This is an optimization exercise on Yosys and OpenROAD, whose aim is small area, a short achievable clock period and few clock cycles per item, not a production implementation.
Only simulation tests tie the RTL to the original design; equivalence was not proved.

--- design/flow/design.v ---
package rau_pkg;
   localparam int FIELD_BITS = 32;
   localparam int DEN_BITS   = 31;
   localparam logic [2:0] OP_NORM = 3'd0;
   localparam logic [2:0] OP_ADD  = 3'd1;
   localparam logic [2:0] OP_SUB  = 3'd2;
   localparam logic [2:0] OP_MUL  = 3'd3;
   localparam logic [2:0] OP_DIV  = 3'd4;
   localparam logic [2:0] OP_CMP  = 3'd5;
   localparam logic [1:0] PROD_P1 = 2'd0;
   localparam logic [1:0] PROD_P2 = 2'd1;
   localparam logic [1:0] PROD_P3 = 2'd2;
   typedef enum logic [3:0] {
      ST_IDLE,
      ST_START,
      ST_MUL,
      ST_COMBINE,
      ST_CMP,
      ST_NORM,
      ST_TWOS,
      ST_GCD,
      ST_DIV_N,
      ST_DIV_D,
      ST_SIGN,
      ST_FINISH
   } state_type;
   typedef enum logic [1:0] {
      MODE_MUL,
      MODE_DIV,
      MODE_GCD
   } unit_mode_type;
   typedef struct packed {
      logic          start;
      unit_mode_type mode;
   } unit_ctrl_type;
   typedef struct packed {
      logic busy;
      logic done;
   } unit_stat_type;
   typedef struct packed {
      logic [2:0]                   op;
      logic signed [FIELD_BITS-1:0] a_num;
      logic signed [FIELD_BITS-1:0] a_den;
      logic signed [FIELD_BITS-1:0] b_num;
      logic signed [FIELD_BITS-1:0] b_den;
   } req_type;
   typedef struct packed {
      logic signed [FIELD_BITS-1:0] res_num;
      logic [DEN_BITS-1:0]          res_den;
      logic                         less;
      logic                         greater;
      logic                         equal;
      logic                         zero_den;
      logic                         overflow;
   } rsp_type;
endpackage
module rau_shared_unit #(
   parameter int WORD_BITS = 32
) (
   input  logic                   clock,
   input  logic                   reset,
   input  rau_pkg::unit_ctrl_type unit_ctrl,
   output rau_pkg::unit_stat_type unit_stat,
   input  logic [WORD_BITS-1:0]   opa,
   input  logic [WORD_BITS-1:0]   opb,
   output logic [WORD_BITS-1:0]   res_hi,
   output logic [WORD_BITS-1:0]   res_lo
);
   localparam int W        = WORD_BITS;
   localparam int CNT_BITS = $clog2(WORD_BITS);
   logic                busy_ff, busy_in;
   logic                done_ff, done_in;
   rau_pkg::unit_mode_type       mode_ff, mode_in;
   logic [CNT_BITS-1:0] cnt_ff, cnt_in;
   logic [W-1:0]        hi_ff, hi_in;
   logic [W-1:0]        lo_ff, lo_in;
   logic [W-1:0]        aux_ff, aux_in;
   logic [W:0]   add_a;
   logic [W:0]   add_b;
   logic         add_sub;
   logic [W+1:0] add_res;
   logic         last_step;
   logic         u_zero;
   logic         v_zero;
   always_comb begin
      add_sub = 1'b0;
      add_a   = {1'b0, hi_ff};
      add_b   = '0;
      case (mode_ff)
         rau_pkg::MODE_MUL: begin
            add_a = {1'b0, hi_ff};
            add_b = lo_ff[0] ? {1'b0, aux_ff} : '0;
         end
         rau_pkg::MODE_DIV: begin
            add_a   = {hi_ff, lo_ff[W-1]};
            add_b   = {1'b0, aux_ff};
            add_sub = 1'b1;
         end
         default: begin
            add_a   = {1'b0, hi_ff};
            add_b   = {1'b0, lo_ff};
            add_sub = 1'b1;
         end
      endcase
   end
   assign add_res   = add_sub ? ({1'b0, add_a} - {1'b0, add_b})
                              : ({1'b0, add_a} + {1'b0, add_b});
   assign last_step = (cnt_ff == CNT_BITS'(W - 1));
   assign u_zero    = (hi_ff == '0);
   assign v_zero    = (lo_ff == '0);
   always_comb begin
      busy_in = busy_ff;
      done_in = 1'b0;
      mode_in = mode_ff;
      cnt_in  = cnt_ff;
      hi_in   = hi_ff;
      lo_in   = lo_ff;
      aux_in  = aux_ff;
      if (!busy_ff) begin
         if (unit_ctrl.start) begin
            busy_in = 1'b1;
            mode_in = unit_ctrl.mode;
            cnt_in  = '0;
            case (unit_ctrl.mode)
               rau_pkg::MODE_MUL: begin
                  hi_in  = '0;
                  lo_in  = opb;
                  aux_in = opa;
               end
               rau_pkg::MODE_DIV: begin
                  hi_in  = '0;
                  lo_in  = opa;
                  aux_in = opb;
               end
               default: begin
                  hi_in = opa;
                  lo_in = opb;
               end
            endcase
         end
      end else begin
         cnt_in = cnt_ff + 1'b1;
         case (mode_ff)
            rau_pkg::MODE_MUL: begin
               {hi_in, lo_in} = {add_res[W:0], lo_ff[W-1:1]};
               if (last_step) begin
                  busy_in = 1'b0;
                  done_in = 1'b1;
               end
            end
            rau_pkg::MODE_DIV: begin
               hi_in = add_res[W+1] ? add_a[W-1:0] : add_res[W-1:0];
               lo_in = {lo_ff[W-2:0], ~add_res[W+1]};
               if (last_step) begin
                  busy_in = 1'b0;
                  done_in = 1'b1;
               end
            end
            default: begin
               if (u_zero) begin
                  busy_in = 1'b0;
                  done_in = 1'b1;
               end else if (v_zero) begin
                  lo_in   = hi_ff;
                  busy_in = 1'b0;
                  done_in = 1'b1;
               end else if (!hi_ff[0]) begin
                  hi_in = hi_ff >> 1;
               end else if (!lo_ff[0]) begin
                  lo_in = lo_ff >> 1;
               end else if (add_res[W+1]) begin
                  hi_in = lo_ff;
                  lo_in = hi_ff;
               end else begin
                  hi_in = add_res[W-1:0];
               end
            end
         endcase
      end
   end
   always_ff @(posedge clock) begin
      if (reset) begin
         busy_ff <= 1'b0;
         done_ff <= 1'b0;
         mode_ff <= rau_pkg::MODE_MUL;
         cnt_ff  <= '0;
      end else begin
         busy_ff <= busy_in;
         done_ff <= done_in;
         mode_ff <= mode_in;
         cnt_ff  <= cnt_in;
      end
   end
   always_ff @(posedge clock) begin
      hi_ff  <= hi_in;
      lo_ff  <= lo_in;
      aux_ff <= aux_in;
   end
   assign unit_stat.busy = busy_ff;
   assign unit_stat.done = done_ff;
   assign res_hi         = hi_ff;
   assign res_lo         = lo_ff;
endmodule
module rational_arithmetic_unit #(
   parameter int WORD_BITS = 32
) (
   input  logic                          clock,
   input  logic                          reset,
   input  logic                          req_valid,
   output logic                          req_ready,
   input  logic [2:0]                    req_op,
   input  logic [rau_pkg::FIELD_BITS-1:0] req_a_num,
   input  logic [rau_pkg::FIELD_BITS-1:0] req_a_den,
   input  logic [rau_pkg::FIELD_BITS-1:0] req_b_num,
   input  logic [rau_pkg::FIELD_BITS-1:0] req_b_den,
   output logic                          rsp_valid,
   input  logic                          rsp_ready,
   output logic [rau_pkg::FIELD_BITS-1:0] rsp_res_num,
   output logic [rau_pkg::DEN_BITS-1:0]   rsp_res_den,
   output logic                          rsp_less,
   output logic                          rsp_greater,
   output logic                          rsp_equal,
   output logic                          rsp_zero_den,
   output logic                          rsp_overflow
);
   typedef struct packed {
      logic valid;
      rau_pkg::req_type data;
   } req_chan_type;
   req_chan_type req_bus;
   logic         req_bus_ready;
   logic         rsp_bus_valid;
   rau_pkg::rsp_type      rsp_bus_data;
   assign req_bus.valid      = req_valid;
   assign req_bus.data.op    = req_op;
   assign req_bus.data.a_num = req_a_num;
   assign req_bus.data.a_den = req_a_den;
   assign req_bus.data.b_num = req_b_num;
   assign req_bus.data.b_den = req_b_den;
   assign req_ready          = req_bus_ready;
   assign rsp_valid          = rsp_bus_valid;
   assign rsp_res_num        = rsp_bus_data.res_num;
   assign rsp_res_den        = rsp_bus_data.res_den;
   assign rsp_less           = rsp_bus_data.less;
   assign rsp_greater        = rsp_bus_data.greater;
   assign rsp_equal          = rsp_bus_data.equal;
   assign rsp_zero_den       = rsp_bus_data.zero_den;
   assign rsp_overflow       = rsp_bus_data.overflow;
   localparam int W = WORD_BITS;
   localparam logic [W-1:0] MIN_MAG = {1'b1, {(W-1){1'b0}}};
   localparam logic [W-2:0] RD_ONE  = (W-1)'(1);
   localparam logic [W-2:0] RD_SAT  = '1;
   rau_pkg::state_type    state_ff, state_in;
   logic [2:0]   op_ff, op_in;
   logic [W-1:0] an_ff, an_in, ad_ff, ad_in, bn_ff, bn_in, bd_ff, bd_in;
   logic [W-1:0] x_ff, x_in, y_ff, y_in, g_ff, g_in;
   logic [1:0]   idx_ff, idx_in;
   logic         sgn_ff, sgn_in;
   logic [W-1:0] rn_ff, rn_in;
   logic [W-2:0] rd_ff, rd_in;
   logic         lt_ff, lt_in, gt_ff, gt_in, eq_ff, eq_in;
   logic         zd_ff, zd_in, ovf_ff, ovf_in;
   rau_pkg::rsp_type      out_ff, out_in;
   logic         out_vld_ff, out_vld_in;
   rau_pkg::unit_ctrl_type unit_ctrl;
   rau_pkg::unit_stat_type unit_stat;
   logic [W-1:0]  unit_opa, unit_opb, unit_hi, unit_lo;
   logic         accept, out_free, den_eq, unit_wait;
   logic [W-1:0] mul_sa, mul_sb, mag_a, mag_b, prod_wrap;
   logic         prod_neg, prod_ovf;
   logic [W-1:0] cmb_sum, x_mag, y_mag;
   logic         cmb_ovf, is_addsub;
   rau_shared_unit #(
      .WORD_BITS(WORD_BITS)
   ) u_shared (
      .clock    (clock),
      .reset    (reset),
      .unit_ctrl(unit_ctrl),
      .unit_stat(unit_stat),
      .opa      (unit_opa),
      .opb      (unit_opb),
      .res_hi   (unit_hi),
      .res_lo   (unit_lo)
   );
   assign accept    = req_bus.valid && req_bus_ready;
   assign out_free  = !out_vld_ff || rsp_ready;
   assign den_eq    = (ad_ff == bd_ff);
   assign is_addsub = (op_ff == rau_pkg::OP_ADD) || (op_ff == rau_pkg::OP_SUB);
   always_comb begin
      mul_sa = ad_ff;
      mul_sb = bd_ff;
      case (idx_ff)
         rau_pkg::PROD_P1: begin
            mul_sa = an_ff;
            mul_sb = (op_ff == rau_pkg::OP_MUL) ? bn_ff : bd_ff;
         end
         rau_pkg::PROD_P2: begin
            if (op_ff == rau_pkg::OP_MUL) begin
               mul_sa = ad_ff;
               mul_sb = bd_ff;
            end else if (is_addsub) begin
               mul_sa = bn_ff;
               mul_sb = ad_ff;
            end else begin
               mul_sa = ad_ff;
               mul_sb = bn_ff;
            end
         end
         default: begin
            mul_sa = ad_ff;
            mul_sb = bd_ff;
         end
      endcase
   end
   assign mag_a     = mul_sa[W-1] ? -mul_sa : mul_sa;
   assign mag_b     = mul_sb[W-1] ? -mul_sb : mul_sb;
   assign prod_neg  = mul_sa[W-1] ^ mul_sb[W-1];
   assign prod_wrap = prod_neg ? -unit_lo : unit_lo;
   assign prod_ovf  = ({unit_hi, unit_lo[W-1]} != '0)
                      && !(prod_neg && unit_hi == '0 && unit_lo == MIN_MAG);
   assign cmb_sum = (op_ff == rau_pkg::OP_SUB) ? (x_ff - y_ff) : (x_ff + y_ff);
   assign cmb_ovf = (op_ff == rau_pkg::OP_SUB)
                    ? ((x_ff[W-1] != y_ff[W-1]) && (cmb_sum[W-1] != x_ff[W-1]))
                    : ((x_ff[W-1] == y_ff[W-1]) && (cmb_sum[W-1] != x_ff[W-1]));
   assign x_mag = x_ff[W-1] ? -x_ff : x_ff;
   assign y_mag = y_ff[W-1] ? -y_ff : y_ff;
   always_comb begin
      state_in = state_ff;
      unique case (state_ff)
         rau_pkg::ST_IDLE: begin
            if (req_bus.valid) begin
               state_in = rau_pkg::ST_START;
            end
         end
         rau_pkg::ST_START: begin
            case (op_ff)
               rau_pkg::OP_NORM:                 state_in = rau_pkg::ST_NORM;
               rau_pkg::OP_ADD, rau_pkg::OP_SUB:          state_in = den_eq ? rau_pkg::ST_COMBINE : rau_pkg::ST_MUL;
               rau_pkg::OP_MUL, rau_pkg::OP_DIV, rau_pkg::OP_CMP:  state_in = rau_pkg::ST_MUL;
               default:                 state_in = rau_pkg::ST_FINISH;
            endcase
         end
         rau_pkg::ST_MUL: begin
            if (unit_stat.done) begin
               if (idx_ff == rau_pkg::PROD_P1) begin
                  state_in = rau_pkg::ST_MUL;
               end else if (idx_ff == rau_pkg::PROD_P2 && op_ff == rau_pkg::OP_CMP) begin
                  state_in = rau_pkg::ST_CMP;
               end else if (idx_ff == rau_pkg::PROD_P2 && is_addsub) begin
                  state_in = rau_pkg::ST_COMBINE;
               end else begin
                  state_in = rau_pkg::ST_NORM;
               end
            end
         end
         rau_pkg::ST_COMBINE: state_in = den_eq ? rau_pkg::ST_NORM : rau_pkg::ST_MUL;
         rau_pkg::ST_CMP:     state_in = rau_pkg::ST_FINISH;
         rau_pkg::ST_NORM: begin
            state_in = (x_ff == '0 || y_ff == '0) ? rau_pkg::ST_FINISH : rau_pkg::ST_TWOS;
         end
         rau_pkg::ST_TWOS: begin
            if (x_ff[0] || y_ff[0]) begin
               state_in = rau_pkg::ST_GCD;
            end
         end
         rau_pkg::ST_GCD: begin
            if (unit_stat.done) begin
               state_in = rau_pkg::ST_DIV_N;
            end
         end
         rau_pkg::ST_DIV_N: begin
            if (unit_stat.done) begin
               state_in = rau_pkg::ST_DIV_D;
            end
         end
         rau_pkg::ST_DIV_D: begin
            if (unit_stat.done) begin
               state_in = rau_pkg::ST_SIGN;
            end
         end
         rau_pkg::ST_SIGN: state_in = rau_pkg::ST_FINISH;
         rau_pkg::ST_FINISH: begin
            if (out_free) begin
               state_in = rau_pkg::ST_IDLE;
            end
         end
         default: state_in = rau_pkg::ST_IDLE;
      endcase
   end
   always_comb begin
      req_bus_ready  = (state_ff == rau_pkg::ST_IDLE);
      unit_wait      = 1'b0;
      unit_ctrl.mode = rau_pkg::MODE_MUL;
      unit_opa       = mag_a;
      unit_opb       = mag_b;
      unique case (state_ff)
         rau_pkg::ST_MUL: begin
            unit_wait      = 1'b1;
            unit_ctrl.mode = rau_pkg::MODE_MUL;
            unit_opa       = mag_a;
            unit_opb       = mag_b;
         end
         rau_pkg::ST_GCD: begin
            unit_wait      = 1'b1;
            unit_ctrl.mode = rau_pkg::MODE_GCD;
            unit_opa       = x_ff;
            unit_opb       = y_ff;
         end
         rau_pkg::ST_DIV_N: begin
            unit_wait      = 1'b1;
            unit_ctrl.mode = rau_pkg::MODE_DIV;
            unit_opa       = x_ff;
            unit_opb       = g_ff;
         end
         rau_pkg::ST_DIV_D: begin
            unit_wait      = 1'b1;
            unit_ctrl.mode = rau_pkg::MODE_DIV;
            unit_opa       = y_ff;
            unit_opb       = g_ff;
         end
         default: begin
            unit_wait = 1'b0;
         end
      endcase
      unit_ctrl.start = unit_wait && !unit_stat.busy && !unit_stat.done;
   end
   always_comb begin
      op_in      = op_ff;
      an_in      = an_ff;
      ad_in      = ad_ff;
      bn_in      = bn_ff;
      bd_in      = bd_ff;
      x_in       = x_ff;
      y_in       = y_ff;
      g_in       = g_ff;
      idx_in     = idx_ff;
      sgn_in     = sgn_ff;
      rn_in      = rn_ff;
      rd_in      = rd_ff;
      lt_in      = lt_ff;
      gt_in      = gt_ff;
      eq_in      = eq_ff;
      zd_in      = zd_ff;
      ovf_in     = ovf_ff;
      out_in     = out_ff;
      out_vld_in = out_vld_ff;
      if (out_vld_ff && rsp_ready) begin
         out_vld_in = 1'b0;
      end
      case (state_ff)
         rau_pkg::ST_IDLE: begin
            if (accept) begin
               op_in  = req_bus.data.op;
               an_in  = W'(signed'(req_bus.data.a_num));
               ad_in  = W'(signed'(req_bus.data.a_den));
               bn_in  = W'(signed'(req_bus.data.b_num));
               bd_in  = W'(signed'(req_bus.data.b_den));
               idx_in = rau_pkg::PROD_P1;
               lt_in  = 1'b0;
               gt_in  = 1'b0;
               eq_in  = 1'b0;
               zd_in  = 1'b0;
               ovf_in = 1'b0;
            end
         end
         rau_pkg::ST_START: begin
            if (op_ff == rau_pkg::OP_NORM) begin
               x_in = an_ff;
               y_in = ad_ff;
            end else if (is_addsub) begin
               x_in = an_ff;
               y_in = bn_ff;
            end else if (op_ff != rau_pkg::OP_MUL && op_ff != rau_pkg::OP_DIV && op_ff != rau_pkg::OP_CMP) begin
               rn_in = '0;
               rd_in = RD_ONE;
            end
         end
         rau_pkg::ST_MUL: begin
            if (unit_stat.done) begin
               ovf_in = ovf_ff | prod_ovf;
               if (idx_ff == rau_pkg::PROD_P1) begin
                  x_in   = prod_wrap;
                  idx_in = rau_pkg::PROD_P2;
               end else begin
                  y_in = prod_wrap;
               end
            end
         end
         rau_pkg::ST_COMBINE: begin
            x_in   = cmb_sum;
            ovf_in = ovf_ff | cmb_ovf;
            if (den_eq) begin
               y_in = ad_ff;
            end else begin
               idx_in = rau_pkg::PROD_P3;
            end
         end
         rau_pkg::ST_CMP: begin
            lt_in = $signed(x_ff) < $signed(y_ff);
            gt_in = $signed(y_ff) < $signed(x_ff);
            eq_in = (an_ff == bn_ff) && (ad_ff == bd_ff);
            rn_in = '0;
            rd_in = RD_ONE;
         end
         rau_pkg::ST_NORM: begin
            if (y_ff == '0) begin
               rn_in = x_ff;
               rd_in = RD_ONE;
               zd_in = 1'b1;
            end else if (x_ff == '0) begin
               rn_in = '0;
               rd_in = RD_ONE;
            end else begin
               sgn_in = x_ff[W-1] ^ y_ff[W-1];
               x_in   = x_mag;
               y_in   = y_mag;
            end
         end
         rau_pkg::ST_TWOS: begin
            if (!x_ff[0] && !y_ff[0]) begin
               x_in = x_ff >> 1;
               y_in = y_ff >> 1;
            end
         end
         rau_pkg::ST_GCD: begin
            if (unit_stat.done) begin
               g_in = unit_lo;
            end
         end
         rau_pkg::ST_DIV_N: begin
            if (unit_stat.done) begin
               x_in = unit_lo;
            end
         end
         rau_pkg::ST_DIV_D: begin
            if (unit_stat.done) begin
               y_in = unit_lo;
            end
         end
         rau_pkg::ST_SIGN: begin
            if (y_ff[W-1]) begin
               rd_in  = RD_SAT;
               ovf_in = 1'b1;
            end else begin
               rd_in = y_ff[W-2:0];
            end
            if (!sgn_ff && x_ff[W-1]) begin
               ovf_in = 1'b1;
            end
            rn_in = sgn_ff ? -x_ff : x_ff;
         end
         rau_pkg::ST_FINISH: begin
            if (out_free) begin
               out_in.res_num  = rau_pkg::FIELD_BITS'(signed'(rn_ff));
               out_in.res_den  = rau_pkg::DEN_BITS'(rd_ff);
               out_in.less     = lt_ff;
               out_in.greater  = gt_ff;
               out_in.equal    = eq_ff;
               out_in.zero_den = zd_ff;
               out_in.overflow = ovf_ff;
               out_vld_in      = 1'b1;
            end
         end
         default: begin
            out_vld_in = out_vld_in;
         end
      endcase
   end
   always_ff @(posedge clock) begin
      if (reset) begin
         state_ff   <= rau_pkg::ST_IDLE;
         out_vld_ff <= 1'b0;
      end else begin
         state_ff   <= state_in;
         out_vld_ff <= out_vld_in;
      end
   end
   always_ff @(posedge clock) begin
      op_ff  <= op_in;
      an_ff  <= an_in;
      ad_ff  <= ad_in;
      bn_ff  <= bn_in;
      bd_ff  <= bd_in;
      x_ff   <= x_in;
      y_ff   <= y_in;
      g_ff   <= g_in;
      idx_ff <= idx_in;
      sgn_ff <= sgn_in;
      rn_ff  <= rn_in;
      rd_ff  <= rd_in;
      lt_ff  <= lt_in;
      gt_ff  <= gt_in;
      eq_ff  <= eq_in;
      zd_ff  <= zd_in;
      ovf_ff <= ovf_in;
      out_ff <= out_in;
   end
   assign rsp_bus_valid = out_vld_ff;
   assign rsp_bus_data  = out_ff;
endmodule
--- design/flow/run.sh ---
#!/bin/bash
# synth_recipe.tcl (not shown) runs the flow's synth.tcl, then flattens the netlist and writes it again
# the make line also repeats each setting of config.mk as NAME=value (left out here)
make -C /OpenROAD-flow-scripts/flow DESIGN_CONFIG=/design/flow/config.mk WORK_HOME=/design/flow/orfs CLKGATE_MAP_FILE= SYNTH_SCRIPT=/design/flow/synth_recipe.tcl finish
--- design/flow/config.mk ---
export PLATFORM = sky130hd
export DESIGN_NAME = rational_arithmetic_unit
export DESIGN_NICKNAME = rational_arithmetic_unit
export VERILOG_FILES = /design/flow/design.v
export SDC_FILE = /design/flow/constraint.sdc
export NUM_CORES = 4
export LEC_CHECK = 0
export CAP_MARGIN = 20
export CORE_MARGIN = 2
export CORE_UTILIZATION = 40
export SLEW_MARGIN = 20
--- design/flow/constraint.sdc ---
create_clock -name core_clock -period 7.0 [get_ports {clock}]
set_input_delay 1.4000 -clock core_clock [delete_from_list [all_inputs] [get_ports {clock}]]
set_output_delay 1.4000 -clock core_clock [all_outputs]
set_load 0.01 [all_outputs]
==> reports/metrics.cfg <==
[outcome]
outcome=complete, no violations

[critical_path]
critPathArrivalTime_ns=6.98
path_class=reg -> reg
crit_path_end_kind=flop
critical_path.max_fanout=32
cp-start-kind=flop
ff2ff_path_depth=26
r2r_start=u_shared.mode_ff[0]
reg2reg_to=u_shared.hi_ff[6]
regToRegSetupSlack_ns=0.43
required_ns=7.41

[grt]
overflow=0
grt_pass1_vias=34700
antenna_found_initial=13
grt_max_degree=69
grt_first_pass_wirelength_um=264000
track_usage_pct=38.8

[placed_design]
hpwl_um=141000
port_buffers=204
gp_congestion=1.05

[floorplan]
ioPinCount=205
dieArea_um2=95100
rows=111
initial_core_util_pct=40.4
chipHeight_um=308
fp.coreArea_um2=91800
die_w_um=308

[yosys]
ys_ff_latch=476
ys_async_sr_fraction_pct=0
yosysSeqAreaShare_pct=38.2
postSynthAreaPerCell_um2=8.59
synth_top_area_share_pct=37.4
synth-edff-count=462
synthCells=4312
synth_top_area_cell=edfxtp_1
syn_nets=4589
yosys-top-cells-area=edfxtp_1 37%, a21oi_1 5.8%, nand2_1 4.8%, ha_1 4.7%, xnor2_1 4.6%
yosys.cell_types.count=96
synth_most_common_cell=nand2_1
synth_commonest_cells=470 x nand2_1, 462 x edfxtp_1, 429 x a21oi_1
synth_area_um2=37100
ys.flop_type=edfxtp_1
yosys_warnings=2

[timing]
final_max_slew_viol_count=0
setup_viol=0
fmax_ghz=0.152
worstMarginPinSlew_ns=1.18
hold_violations=0
fin_setup_tns_ns=0
rsz0062_at_grt=no
clock_skew_ns=0.0256
slew-limit-headroom_pct=21.0
fin_crit_sh_pct=93.8
min_period_ns=6.57

[layout]
final_nets=4650
syn_to_final_growth_pct=14.9
drive_above_1_share_pct=7.97

[drt]
via_per_inst=6.76
routed_wl_um=189000
antenna_left=0
drt-pass1-iter-count=11
wl_per_cell_um=33.3
drc=0
initialDrtViolationCount=6872
vias=38400

[clocking]
clk_latency_ns=0.68
cts_resized=0
cts_setup_buffers=0
clk_transition_reported_paths_ns=0.06
cts_hold_buffers=0
tritoncts=built
clock-sinks=476
clockBufferDepth=3
htreeDepth=2
numCtsBuffers=56
cts_root_buf=clkbuf_16

[worst_hold_path]
hold_depth=0
hold_end=out_ff[28]
worstHoldStart=rd_ff[23]
holdCritPathClass=reg -> reg

[flow_run]
cap_violations=0

per-stage QoR:
stage	utilization [%]	instances	hold WS [ns]	cell area, um2	setup slack (ns)
finish	46.4	5672	0.415	42600	0.433
global route	46.4	5662	0.422	42600	0.167
CTS	46.4	5662	0.416	42600	0.437
detailed placement	44.3	5558	0.405	40700	0.458
global placement	44.3	5557	0.401	40600	0.522
floorplan	-	4312	0.400	37100	0.0760
how the worst max path moves through the flow:
stage                                   start            endpoint  slack [ns]  cells after the start
after floorplan           u_shared.mode_ff[1]  u_shared.lo_ff[10]        0.08                     28
after global placement    u_shared.mode_ff[0]  u_shared.hi_ff[25]        0.52                     25
after detailed placement  u_shared.mode_ff[0]  u_shared.hi_ff[25]        0.46                     25
after CTS                 u_shared.mode_ff[0]   u_shared.hi_ff[6]        0.44                     25
after global routing      u_shared.mode_ff[0]   u_shared.hi_ff[6]        0.17                     25
final                     u_shared.mode_ff[0]   u_shared.hi_ff[6]        0.43                     26
kinds of logic after synthesis:
group,Yosys count,share of synthesized area [%]
multiplexers,51,1.46
XOR/XNOR,295,7.01
AND/OR/NAND/NOR,1356,17.2
AO/OA/AOI/OAI,1495,26.1
buffers and inverters,497,5.20
flip-flops,476,38.2
adder cells (fa/ha/maj),142,4.86
critical path, cell delays in order, from the launching register on:
cell and delay (ns):
dfxtp_2 0.42, or2_1 0.29, and3_1 0.18, a21oi_1 0.12
ha_1 0.24, o211ai_1 0.10, nor4_1 0.26, buf_4 0.19
nand4b_1 0.19, inv_1 0.14, nand2_1 0.14, or4_1 0.62
nor3_1 0.21, o22ai_1 0.13, xnor2_1 0.15, ha_1 0.37
a21o_1 0.18, a21oi_1 0.22, o2111ai_1 0.14, a31oi_1 0.44
o31ai_2 0.23, xor2_4 0.41, buf_12 0.24, nor2_1 0.08
a21oi_1 0.13, a21oi_1 0.07, or3_1 0.39
metal layers:
| metal | wire length (um) | vias up | track usage (%) | part of all wire [%] |
|---|---|---|---|---|
| li1 | - | 16300 | - | - |
| met2 | 73300 | 3033 | 52.3 | 39 |
| met1 | 75000 | 18500 | 53.4 | 40 |
| met4 | 12800 | 20 | 22.7 | 6.8 |
| met5 | 215 | - | 0 | 0.11 |
| met3 | 27700 | 572 | 13.2 | 15 |
placed cells by master (no fill, tap or decap), types with 13 or more instances in the layout:
master             n
nand2_1          470
edfxtp_1         462
a21oi_1          428
nor2_1           369
o21ai_0          334
clkdlybuf4s50_1  204
xnor2_1          195
buf_4            154
ha_1             139
inv_1            134
nor3_1            97
xor2_1            96
o22ai_1           82
nand3_1           75
a31oi_1           73
clkbuf_16         57
a22o_1            55
or3_1             50
a221oi_1          50
nor4_1            41
a211oi_1          41
and3_1            40
nand4_1           39
a222oi_1          39
o31ai_1           37
o211ai_1          34
a21o_1            34
nand2b_1          33
o21bai_1          32
a221o_1           29
nor2b_1           26
mux2i_1           26
a22oi_1           25
o221ai_1          25
mux2_2            25
and2_1            20
o21a_1            20
o22a_1            18
o31a_1            15
or2_2             13
sequential cells by signal (all words and copies together) (netlist names), 2 cells and up:
name              count
rn_ff                32
bn_ff                32
x_ff                 32
state_ff              4
u_shared.mode_ff      2
u_shared.aux_ff      32
u_shared.lo_ff       32
u_shared.cnt_ff       5
an_ff                32
y_ff                 32
rd_ff                31
op_ff                 3
ad_ff                32
idx_ff                2
g_ff                 32
u_shared.hi_ff       32
out_ff               68
bd_ff                32
layout make-up:
cell class              count  area [um2]
fillers                  8951       49200
multi-input cells        3339       21200
flip-flops and latches    476       14200
repair buffers            361        3270
well taps                1243        1560
clock buffers              65        1460
inverters                 139         524
clock inverters            39         433
diodes                     10        25.0
Testbench counts, summed over its fixed seeds: cycles 363,480, items 2,400.

-- separate check: timing with driven ports --
The results above use ideal ports. As a check the final layout listed here was re-extracted and re-timed, cells and wires unchanged.
Step 1 assumes that a clkbuf_16 drives the clock port and a buf_2 every other input.
Step 2 times the ports against the registers' clock, not the clock port: input delays grow and output delays shrink by t, the midpoint of the rising clock arrivals with the driver on.
Three values: ideal, step 1, step 2; two values: the first two.
shift t [ns]: 0.734
setup slack, ns: 0.433 / 0.433 / 0.433
slew at the worst register clock pin (ns): 0.07 / 0.07
pins driven straight from the clock port: 1
After both steps this run still meets setup and hold. The setup slack of this run moves by 0.000 ns with the drivers and by 0.000 ns with both steps.
